Background: an optimization exercise with open tools, aiming at small area and a short achievable clock period. Do not read the settings as production practice. In this exercise RTL edits were held to simulation tests only and were not proved equivalent to the original. Power and IR drop assume default switching activity.

==> 05-28 <==
==> flow/design.v <==
`default_nettype none
package init_store_pkg;
  typedef enum logic [1:0] {
    ST_NONE   = 2'd0,
    ST_END    = 2'd1,
    ST_RANOUT = 2'd2,
    ST_ABORT  = 2'd3
  } status_e;
  localparam logic [23:0] DEF_END_CODE = 24'hFF_FFFF;
  localparam int DEV_HI = 23;
  localparam int DEV_LO = 16;
  localparam int REG_HI = 15;
  localparam int REG_LO = 8;
  localparam int VAL_HI = 7;
  localparam int VAL_LO = 0;
endpackage
`default_nettype wire
`default_nettype none
module ram_sdp_init #(
  parameter int DATA_W    = 24,
  parameter int ADDR_W    = 6,
  parameter     INIT_FILE = "adv7611.mif"
) (
  input  logic              clk,
  input  logic              rst,
  input  logic              a_we_i,
  input  logic [ADDR_W-1:0] a_addr_i,
  input  logic [DATA_W-1:0] a_wdata_i,
  output logic [DATA_W-1:0] a_rdata_o,
  input  logic [ADDR_W-1:0] b_addr_i,
  output logic [DATA_W-1:0] b_rdata_o
);
  localparam int DEPTH = 2**ADDR_W;
  logic [DATA_W-1:0] mem_q [DEPTH];
  logic [DATA_W-1:0] a_rdata_q;
  logic [DEPTH-1:0]  a_sel, b_sel;
  logic [DATA_W-1:0] a_rd, b_rd;
  always_ff @(posedge clk) begin
    for (int i = 0; i < DEPTH; i++) begin
      if (a_we_i && (a_addr_i == i[ADDR_W-1:0])) begin
        mem_q[i] <= a_wdata_i;
      end
    end
  end
  always_comb begin
    a_rd = '0;
    b_rd = '0;
    for (int i = 0; i < DEPTH; i++) begin
      a_sel[i] = (a_addr_i == i[ADDR_W-1:0]);
      b_sel[i] = (b_addr_i == i[ADDR_W-1:0]);
      a_rd = a_rd | (mem_q[i] & {DATA_W{a_sel[i]}});
      b_rd = b_rd | (mem_q[i] & {DATA_W{b_sel[i]}});
    end
  end
  always_ff @(posedge clk) begin
    if (rst) begin
      a_rdata_q <= '0;
    end else begin
      a_rdata_q <= a_rd;
    end
  end
  assign a_rdata_o = a_rdata_q;
  assign b_rdata_o = b_rd;
endmodule
`default_nettype wire
`default_nettype none
module init_cmd_store #(
  parameter int                DATA_W    = 24,
  parameter int                ADDR_W    = 6,
  parameter                    INIT_FILE = "adv7611.mif",
  parameter logic [DATA_W-1:0] END_CODE  = {DATA_W{1'b1}}
) (
  input  logic              clk,
  input  logic              rst,
  input  logic              host_we,
  input  logic [ADDR_W-1:0] host_addr,
  input  logic [DATA_W-1:0] host_wdata,
  output logic [DATA_W-1:0] host_rdata,
  input  logic              start,
  input  logic [ADDR_W-1:0] start_addr,
  input  logic              abort,
  output logic              busy,
  output logic              done,
  output logic [1:0]        status,
  output logic [ADDR_W:0]   count,
  output logic              m_valid,
  output logic [DATA_W-1:0] m_data,
  input  logic              m_ready
);
  localparam logic [1:0] S_IDLE  = 2'd0;
  localparam logic [1:0] S_RUN   = 2'd1;
  localparam logic [1:0] S_DRAIN = 2'd2;
  logic [1:0]        state_q, state_d;
  logic [ADDR_W:0]   ptr_q, ptr_d;
  logic              infl_q, infl_d;
  logic [1:0]        occ_q, occ_d;
  logic [DATA_W-1:0] slot0_q, slot0_d;
  logic [DATA_W-1:0] slot1_q, slot1_d;
  logic [ADDR_W:0]   count_q, count_d;
  init_store_pkg::status_e           status_q, status_d;
  logic              done_q, done_d;
  logic [DATA_W-1:0] mem_rd, ret_word;
  logic              pop, ret_valid, ret_end, push, issue, run;
  logic [1:0]        occ_next;
  logic [2:0]        credit;
  ram_sdp_init #(
    .DATA_W   (DATA_W),
    .ADDR_W   (ADDR_W),
    .INIT_FILE(INIT_FILE)
  ) u_ram (
    .clk      (clk),
    .rst      (rst),
    .a_we_i   (host_we),
    .a_addr_i (host_addr),
    .a_wdata_i(host_wdata),
    .a_rdata_o(host_rdata),
    .b_addr_i (ptr_q[ADDR_W-1:0]),
    .b_rdata_o(mem_rd)
  );
  always_comb begin
    run       = (state_q == S_RUN);
    pop       = (occ_q != 2'd0) && m_ready;
    ret_word  = occ_q[0] ? slot1_q : slot0_q;
    ret_valid = infl_q && run;
    ret_end   = ret_valid && (ret_word == END_CODE);
    push      = ret_valid && !ret_end;
    occ_next  = occ_q + {1'b0, push} - {1'b0, pop};
    credit    = {1'b0, occ_q} + {2'b00, infl_q} - {2'b00, pop};
    issue     = run && !ptr_q[ADDR_W] && !ret_end && !abort && (credit < 3'd2);
  end
  always_comb begin
    state_d  = state_q;
    ptr_d    = ptr_q;
    infl_d   = 1'b0;
    occ_d    = occ_next;
    slot0_d  = slot0_q;
    slot1_d  = slot1_q;
    count_d  = count_q + {{ADDR_W{1'b0}}, pop};
    status_d = status_q;
    done_d   = 1'b0;
    if (pop) begin
      slot0_d = slot1_q;
    end
    if (issue) begin
      if (occ_next[0]) begin
        slot1_d = mem_rd;
      end else begin
        slot0_d = mem_rd;
      end
    end
    case (state_q)
      S_IDLE: begin
        if (start && !abort) begin
          state_d  = S_RUN;
          ptr_d    = {1'b0, start_addr};
          count_d  = '0;
          status_d = init_store_pkg::ST_NONE;
          occ_d    = 2'd0;
        end
      end
      S_RUN: begin
        infl_d = issue;
        if (issue) begin
          ptr_d = ptr_q + 1'b1;
        end
        if (ret_end) begin
          state_d  = S_DRAIN;
          status_d = init_store_pkg::ST_END;
        end else if (ret_valid && ptr_q[ADDR_W]) begin
          state_d  = S_DRAIN;
          status_d = init_store_pkg::ST_RANOUT;
        end
      end
      S_DRAIN: begin
        if (occ_q == 2'd0) begin
          state_d = S_IDLE;
          done_d  = 1'b1;
        end
      end
      default: begin
        state_d = S_IDLE;
      end
    endcase
    if (abort && (state_q != S_IDLE)) begin
      state_d  = S_IDLE;
      occ_d    = 2'd0;
      infl_d   = 1'b0;
      status_d = init_store_pkg::ST_ABORT;
      done_d   = 1'b1;
    end
  end
  always_ff @(posedge clk) begin
    if (rst) begin
      state_q  <= S_IDLE;
      ptr_q    <= '0;
      infl_q   <= 1'b0;
      occ_q    <= 2'd0;
      count_q  <= '0;
      status_q <= init_store_pkg::ST_NONE;
      done_q   <= 1'b0;
    end else begin
      state_q  <= state_d;
      ptr_q    <= ptr_d;
      infl_q   <= infl_d;
      occ_q    <= occ_d;
      count_q  <= count_d;
      status_q <= status_d;
      done_q   <= done_d;
    end
  end
  always_ff @(posedge clk) begin
    slot0_q <= slot0_d;
    slot1_q <= slot1_d;
  end
  assign busy    = (state_q != S_IDLE);
  assign done    = done_q;
  assign status  = status_q;
  assign count   = count_q;
  assign m_valid = (occ_q != 2'd0);
  assign m_data  = slot0_q;
endmodule
`default_nettype wire
==> flow/run.sh <==
#!/bin/bash
# synth_recipe.tcl (not shown) runs the flow's synth.tcl, then flattens the netlist and writes it again
# the make line also repeats each setting of config.mk as NAME=value (left out here)
make -C /OpenROAD-flow-scripts/flow DESIGN_CONFIG=/design/flow/config.mk WORK_HOME=/design/flow/orfs CLKGATE_MAP_FILE= SYNTH_SCRIPT=/design/flow/synth_recipe.tcl finish
==> flow/config.mk <==
export PLATFORM = sky130hd
export DESIGN_NAME = init_cmd_store
export DESIGN_NICKNAME = init_cmd_store
export VERILOG_FILES = /design/flow/design.v
export SDC_FILE = /design/flow/constraint.sdc
export NUM_CORES = 4
export LEC_CHECK = 0
export CAP_MARGIN = 20
export CORE_MARGIN = 2
export CORE_UTILIZATION = 40
export SLEW_MARGIN = 20
==> flow/constraint.sdc <==
create_clock -name core_clock -period 4.0 [get_ports {clk}]
set_input_delay 0.8000 -clock core_clock [delete_from_list [all_inputs] [get_ports {clk}]]
set_output_delay 0.8000 -clock core_clock [all_outputs]
set_load 0.01 [all_outputs]
==> 10-23 (differences from 05-28) <==
==> flow/design.v, changed modules only <==
module ram_ao3 (
  input  logic [2:0] s,
  input  logic [2:0] d,
  output logic       y_n
);
  assign y_n = ~((s[0] & d[0]) | (s[1] & d[1]) | (s[2] & d[2]));
endmodule
module ram_col (
  input  logic [63:0] s,
  input  logic [63:0] d,
  output logic        y
);
  logic [21:0] leaf_n;
  for (genvar g = 0; g < 21; g++) begin : g_leaf
    ram_ao3 u_ao3 (
      .s  (s[3*g +: 3]),
      .d  (d[3*g +: 3]),
      .y_n(leaf_n[g])
    );
  end
  assign leaf_n[21] = ~(s[63] & d[63]);
  assign y = ~(&leaf_n);
endmodule
module ram_dec (
  input  logic [5:0]  a,
  output logic [63:0] sel
);
  always_comb begin
    for (int i = 0; i < 64; i++) begin
      sel[i] = (a == i[5:0]);
    end
  end
endmodule
module ram_sdp_init #(
  parameter int DATA_W    = 24,
  parameter int ADDR_W    = 6,
  parameter     INIT_FILE = "adv7611.mif"
) (
  input  logic              clk,
  input  logic              rst,
  input  logic              a_we_i,
  input  logic [ADDR_W-1:0] a_addr_i,
  input  logic [DATA_W-1:0] a_wdata_i,
  output logic [DATA_W-1:0] a_rdata_o,
  input  logic [ADDR_W-1:0] b_addr_i,
  output logic [DATA_W-1:0] b_rdata_o
);
  localparam int DEPTH = 2**ADDR_W;
  logic [DATA_W-1:0] mem_q [DEPTH];
  logic [DATA_W-1:0] a_rdata_q;
  logic [DEPTH-1:0]  a_sel, b_sel;
  logic [DEPTH-1:0]  col [DATA_W];
  logic [DATA_W-1:0] a_rd, b_rd;
  always_ff @(posedge clk) begin
    for (int i = 0; i < DEPTH; i++) begin
      if (a_we_i && (a_addr_i == i[ADDR_W-1:0])) begin
        mem_q[i] <= a_wdata_i;
      end
    end
  end
  ram_dec u_dec_a (.a(a_addr_i), .sel(a_sel));
  ram_dec u_dec_b (.a(b_addr_i), .sel(b_sel));
  for (genvar b = 0; b < DATA_W; b++) begin : g_bit
    for (genvar i = 0; i < DEPTH; i++) begin : g_row
      assign col[b][i] = mem_q[i][b];
    end
    ram_col u_col_a (.s(a_sel), .d(col[b]), .y(a_rd[b]));
    ram_col u_col_b (.s(b_sel), .d(col[b]), .y(b_rd[b]));
  end
  always_ff @(posedge clk) begin
    if (rst) begin
      a_rdata_q <= '0;
    end else begin
      a_rdata_q <= a_rd;
    end
  end
  assign a_rdata_o = a_rdata_q;
  assign b_rdata_o = b_rd;
endmodule
- SYNTH_HIERARCHICAL: not set -> 1
- SYNTH_MINIMUM_KEEP_SIZE: not set -> 0
==> 09-02 (differences from 05-28) <==
==> flow/design.v, changed modules only <==
module ram_ao3 (
  input  logic [2:0] s,
  input  logic [2:0] d,
  output logic       y_n
);
  assign y_n = ~((s[0] & d[0]) | (s[1] & d[1]) | (s[2] & d[2]));
endmodule
module ram_col (
  input  logic [63:0] s,
  input  logic [63:0] d,
  output logic        y
);
  logic [21:0] leaf_n;
  for (genvar g = 0; g < 21; g++) begin : g_leaf
    ram_ao3 u_ao3 (
      .s  (s[3*g +: 3]),
      .d  (d[3*g +: 3]),
      .y_n(leaf_n[g])
    );
  end
  assign leaf_n[21] = ~(s[63] & d[63]);
  assign y = ~(&leaf_n);
endmodule
module ram_dec (
  input  logic        en,
  input  logic [5:0]  a,
  output logic [63:0] sel
);
  always_comb begin
    for (int i = 0; i < 64; i++) begin
      sel[i] = en && (a == i[5:0]);
    end
  end
endmodule
module ram_sdp_init #(
  parameter int DATA_W    = 24,
  parameter int ADDR_W    = 6,
  parameter     INIT_FILE = "adv7611.mif"
) (
  input  logic              clk,
  input  logic              rst,
  input  logic              a_we_i,
  input  logic [ADDR_W-1:0] a_addr_i,
  input  logic [DATA_W-1:0] a_wdata_i,
  output logic [DATA_W-1:0] a_rdata_o,
  input  logic [2**ADDR_W-1:0] b_sel_i,
  output logic [DATA_W-1:0] b_rdata_o
);
  localparam int DEPTH = 2**ADDR_W;
  logic [DATA_W-1:0] mem_q [DEPTH];
  logic [DATA_W-1:0] a_rdata_q;
  logic [DEPTH-1:0]  a_sel, b_sel;
  logic [DEPTH-1:0]  col [DATA_W];
  logic [DATA_W-1:0] a_rd, b_rd;
  always_ff @(posedge clk) begin
    for (int i = 0; i < DEPTH; i++) begin
      if (a_we_i && (a_addr_i == i[ADDR_W-1:0])) begin
        mem_q[i] <= a_wdata_i;
      end
    end
  end
  ram_dec u_dec_a (.en(!rst), .a(a_addr_i), .sel(a_sel));
  assign b_sel = b_sel_i;
  for (genvar b = 0; b < DATA_W; b++) begin : g_bit
    for (genvar i = 0; i < DEPTH; i++) begin : g_row
      assign col[b][i] = mem_q[i][b];
    end
    ram_col u_col_a (.s(a_sel), .d(col[b]), .y(a_rd[b]));
    ram_col u_col_b (.s(b_sel), .d(col[b]), .y(b_rd[b]));
  end
  always_ff @(posedge clk) begin
    a_rdata_q <= a_rd;
  end
  assign a_rdata_o = a_rdata_q;
  assign b_rdata_o = b_rd;
endmodule
module init_cmd_store #(
  parameter int                DATA_W    = 24,
  parameter int                ADDR_W    = 6,
  parameter                    INIT_FILE = "adv7611.mif",
  parameter logic [DATA_W-1:0] END_CODE  = {DATA_W{1'b1}}
) (
  input  logic              clk,
  input  logic              rst,
  input  logic              host_we,
  input  logic [ADDR_W-1:0] host_addr,
  input  logic [DATA_W-1:0] host_wdata,
  output logic [DATA_W-1:0] host_rdata,
  input  logic              start,
  input  logic [ADDR_W-1:0] start_addr,
  input  logic              abort,
  output logic              busy,
  output logic              done,
  output logic [1:0]        status,
  output logic [ADDR_W:0]   count,
  output logic              m_valid,
  output logic [DATA_W-1:0] m_data,
  input  logic              m_ready
);
  localparam logic [1:0] S_IDLE  = 2'd0;
  localparam logic [1:0] S_RUN   = 2'd1;
  localparam logic [1:0] S_DRAIN = 2'd2;
  logic [1:0]        state_q, state_d;
  logic [63:0]       psel_q, psel_d;
  logic              pend_q, pend_d;
  logic              infl_q, infl_d;
  logic [1:0]        occ_q, occ_d;
  logic [DATA_W-1:0] slot0_q, slot0_d;
  logic [DATA_W-1:0] slot1_q, slot1_d;
  logic [ADDR_W:0]   count_q, count_d;
  init_store_pkg::status_e           status_q, status_d;
  logic              done_q, done_d;
  logic [DATA_W-1:0] mem_rd, ret_word;
  logic              pop, ret_valid, ret_end, push, issue, run;
  logic [1:0]        occ_next;
  logic [2:0]        credit;
  ram_sdp_init #(
    .DATA_W   (DATA_W),
    .ADDR_W   (ADDR_W),
    .INIT_FILE(INIT_FILE)
  ) u_ram (
    .clk      (clk),
    .rst      (rst),
    .a_we_i   (host_we),
    .a_addr_i (host_addr),
    .a_wdata_i(host_wdata),
    .a_rdata_o(host_rdata),
    .b_sel_i  (psel_q),
    .b_rdata_o(mem_rd)
  );
  always_comb begin
    run       = (state_q == S_RUN);
    pop       = (occ_q != 2'd0) && m_ready;
    ret_word  = occ_q[0] ? slot1_q : slot0_q;
    ret_valid = infl_q && run;
    ret_end   = ret_valid && (ret_word == END_CODE);
    push      = ret_valid && !ret_end;
    occ_next  = occ_q + {1'b0, push} - {1'b0, pop};
    credit    = {1'b0, occ_q} + {2'b00, infl_q} - {2'b00, pop};
    issue     = run && !pend_q && !ret_end && !abort && (credit < 3'd2);
  end
  always_comb begin
    state_d  = state_q;
    psel_d   = psel_q;
    pend_d   = pend_q;
    infl_d   = 1'b0;
    occ_d    = occ_next;
    slot0_d  = slot0_q;
    slot1_d  = slot1_q;
    count_d  = count_q + {{ADDR_W{1'b0}}, pop};
    status_d = status_q;
    done_d   = 1'b0;
    if (pop) begin
      slot0_d = slot1_q;
    end
    if (issue) begin
      if (occ_next[0]) begin
        slot1_d = mem_rd;
      end else begin
        slot0_d = mem_rd;
      end
    end
    case (state_q)
      S_IDLE: begin
        if (start && !abort) begin
          state_d  = S_RUN;
          psel_d   = 64'd1 << start_addr;
          pend_d   = 1'b0;
          count_d  = '0;
          status_d = init_store_pkg::ST_NONE;
          occ_d    = 2'd0;
        end
      end
      S_RUN: begin
        infl_d = issue;
        if (issue) begin
          psel_d = {psel_q[62:0], 1'b0};
          pend_d = psel_q[63];
        end
        if (ret_end) begin
          state_d  = S_DRAIN;
          status_d = init_store_pkg::ST_END;
        end else if (ret_valid && pend_q) begin
          state_d  = S_DRAIN;
          status_d = init_store_pkg::ST_RANOUT;
        end
      end
      S_DRAIN: begin
        if (occ_q == 2'd0) begin
          state_d = S_IDLE;
          done_d  = 1'b1;
        end
      end
      default: begin
        state_d = S_IDLE;
      end
    endcase
    if (abort && (state_q != S_IDLE)) begin
      state_d  = S_IDLE;
      occ_d    = 2'd0;
      infl_d   = 1'b0;
      status_d = init_store_pkg::ST_ABORT;
      done_d   = 1'b1;
    end
  end
  always_ff @(posedge clk) begin
    if (rst) begin
      state_q  <= S_IDLE;
      infl_q   <= 1'b0;
      occ_q    <= 2'd0;
      count_q  <= '0;
      status_q <= init_store_pkg::ST_NONE;
      done_q   <= 1'b0;
    end else begin
      state_q  <= state_d;
      infl_q   <= infl_d;
      occ_q    <= occ_d;
      count_q  <= count_d;
      status_q <= status_d;
      done_q   <= done_d;
    end
  end
  always_ff @(posedge clk) begin
    psel_q  <= psel_d;
    pend_q  <= pend_d;
    slot0_q <= slot0_d;
    slot1_q <= slot1_d;
  end
  assign busy    = (state_q != S_IDLE);
  assign done    = done_q;
  assign status  = status_q;
  assign count   = count_q;
  assign m_valid = (occ_q != 2'd0);
  assign m_data  = slot0_q;
endmodule
==> flow/flow/run.sh (new file) <==
#!/bin/bash
# Standard ORFS layout, with the port buffers made as plain buf_4 cells
# instead of the delay-buffer cell buffer_ports picks by default.
set -euo pipefail
bash standard.sh BUFFER_PORTS_ARGS="-buffer_cell sky130_fd_sc_hd__buf_4" finish > standard.log 2>&1
==> flow/standard.sh (new file) <==
#!/bin/bash
# synth_recipe.tcl (not shown) runs the flow's synth.tcl, then flattens the netlist and writes it again
# the make line also repeats each setting of config.mk as NAME=value (left out here)
make -C /OpenROAD-flow-scripts/flow DESIGN_CONFIG=/design/flow/config.mk WORK_HOME=/design/flow/orfs CLKGATE_MAP_FILE= SYNTH_SCRIPT=/design/flow/synth_recipe.tcl "${@:-finish}"
- CORE_UTILIZATION: 40 -> 58
- CTS_CLUSTER_DIAMETER: not set -> 60
- CTS_CLUSTER_SIZE: not set -> 20
- PLACE_DENSITY: not set -> 0.68
- SETUP_SLACK_MARGIN: not set -> 1.4
- SYNTH_HIERARCHICAL: not set -> 1
- SYNTH_MINIMUM_KEEP_SIZE: not set -> 0
- TNS_END_PERCENT: not set -> 10
removed: flow/run.sh
==> comparison <==
- 09-02 ran to the end with no violations. 05-28 finished with antenna violations, negative setup slack left. 10-23 completed, yet does not pass: negative setup slack.
- Worst hold slack: 10-23 < 09-02 < 05-28.
- Core utilization, highest first: 09-02, 05-28, 10-23.
- Design area: 09-02 < 10-23 < 05-28.
- Between 10-23 and 09-02, the lower power is in 09-02 (gap about 6%, measured against 09-02).
- Non-clock buffer count, highest first: 05-28, 10-23, 09-02.
- Between 05-28 and 10-23, the lower die area is in 10-23 (gap about 13%, measured against 10-23).
- Register-to-register slack: 09-02 > 10-23 > 05-28.
- Against 09-02, the critical path depth of 05-28 is lower by 2.
- Clock skew: 09-02 < 05-28 < 10-23.
- Between 09-02 and 10-23, the lower count of clock-buffer cells in the layout is in 09-02 (gap 87).
==> figures <==
quantity                                                                                                  05-28                    09-02                    10-23
Outcome                                                                                         failed layout checks  no timing/DRC/antenna violations          failed layout checks
Reasons for failing layout checks                                      antenna violations, negative setup slack                        -     negative setup slack
Startpoint type of the worst setup path                                                               flip-flop            primary input            primary input
Total clock buffers created by CTS                                                                          178                      117                      169
Leak Pwr                                                                                               33.28 nW                 24.39 nW                 24.88 nW
Transition time at the pin with the least slew margin                                                   1385 ps                  1304 ps                  1272 ps
Library cells used by synthesis                                                                              69                       59                       52
Sequential cell count                                                                                      1630                     1688                     1630
Master of the slowest instance on the critical path                                     sky130_fd_sc_hd__nor2_2  sky130_fd_sc_hd__nor4_4  sky130_fd_sc_hd__nor4_1
Final HPWL from detailed placement                                                                    369100 um                152500 um                163600 um
Initial antenna violation count                                                                             143                       18                       22
Combinational fraction of design power                                                                     9.2%                     6.6%                     6.3%
Number of antenna diodes                                                                                    210                       11                        8
Parity-gate share of the synthesized area counting xor and xnor cells                                  0.09704%                  0.1066%                  0.1100%
Sum of buffers and inverters on the critical path                                                             2                        5                        4
Internal Dissipation                                                                                  0.02973 W                0.02714 W                0.02886 W
Final Worst Setup Slack                                                                               -223.0 ps                 897.6 ps                -102.8 ps
Amount of wire on met3 after detailed routing                                                         107500 um                 50310 um                 42240 um
Horizontal extent of the die                                                                           428.9 um                 340.7 um                 403.1 um
Routed wire length                                                                                    568200 um                260100 um                254100 um
Number of fill cells                                                                                      15300                     7326                    12940
Fraction of post-synthesis cell area in the top cell type by area                                        64.88%                   74.23%                   73.51%
TNS Setup                                                                                              -2885 ps                     0 ps                -102.8 ps

==> afterwards: timing with drivers on the ports <==
In the flow no input, the clock included, has a driving cell. The finished layouts below were timed again as built, in two steps. Step 1 sets driving cells, clkbuf_16 on the clock port and buf_2 on the other inputs (assumed; they add their load-dependent delay and slew). Step 2, shift: input delay + t, output delay - t, t = (earliest + latest rising clock arrival at the registers) / 2. This alone moves slack from input paths to output paths. Three values: no drivers, after step 1, after step 2; two values: the first two.
run	t, ns	setup slack, ns	worst data-port slew with drivers (ns)
05-28	0.995	-0.223 / -0.223 / -0.286	0.19
10-23	0.899	-0.103 / -0.040 / -0.938	0.05
09-02	0.836	0.898 / 0.871 / 0.035	0.30
For 09-02, which loses most, drivers alone change the setup slack by -0.027 ns; drivers and shift together by -0.863 ns.
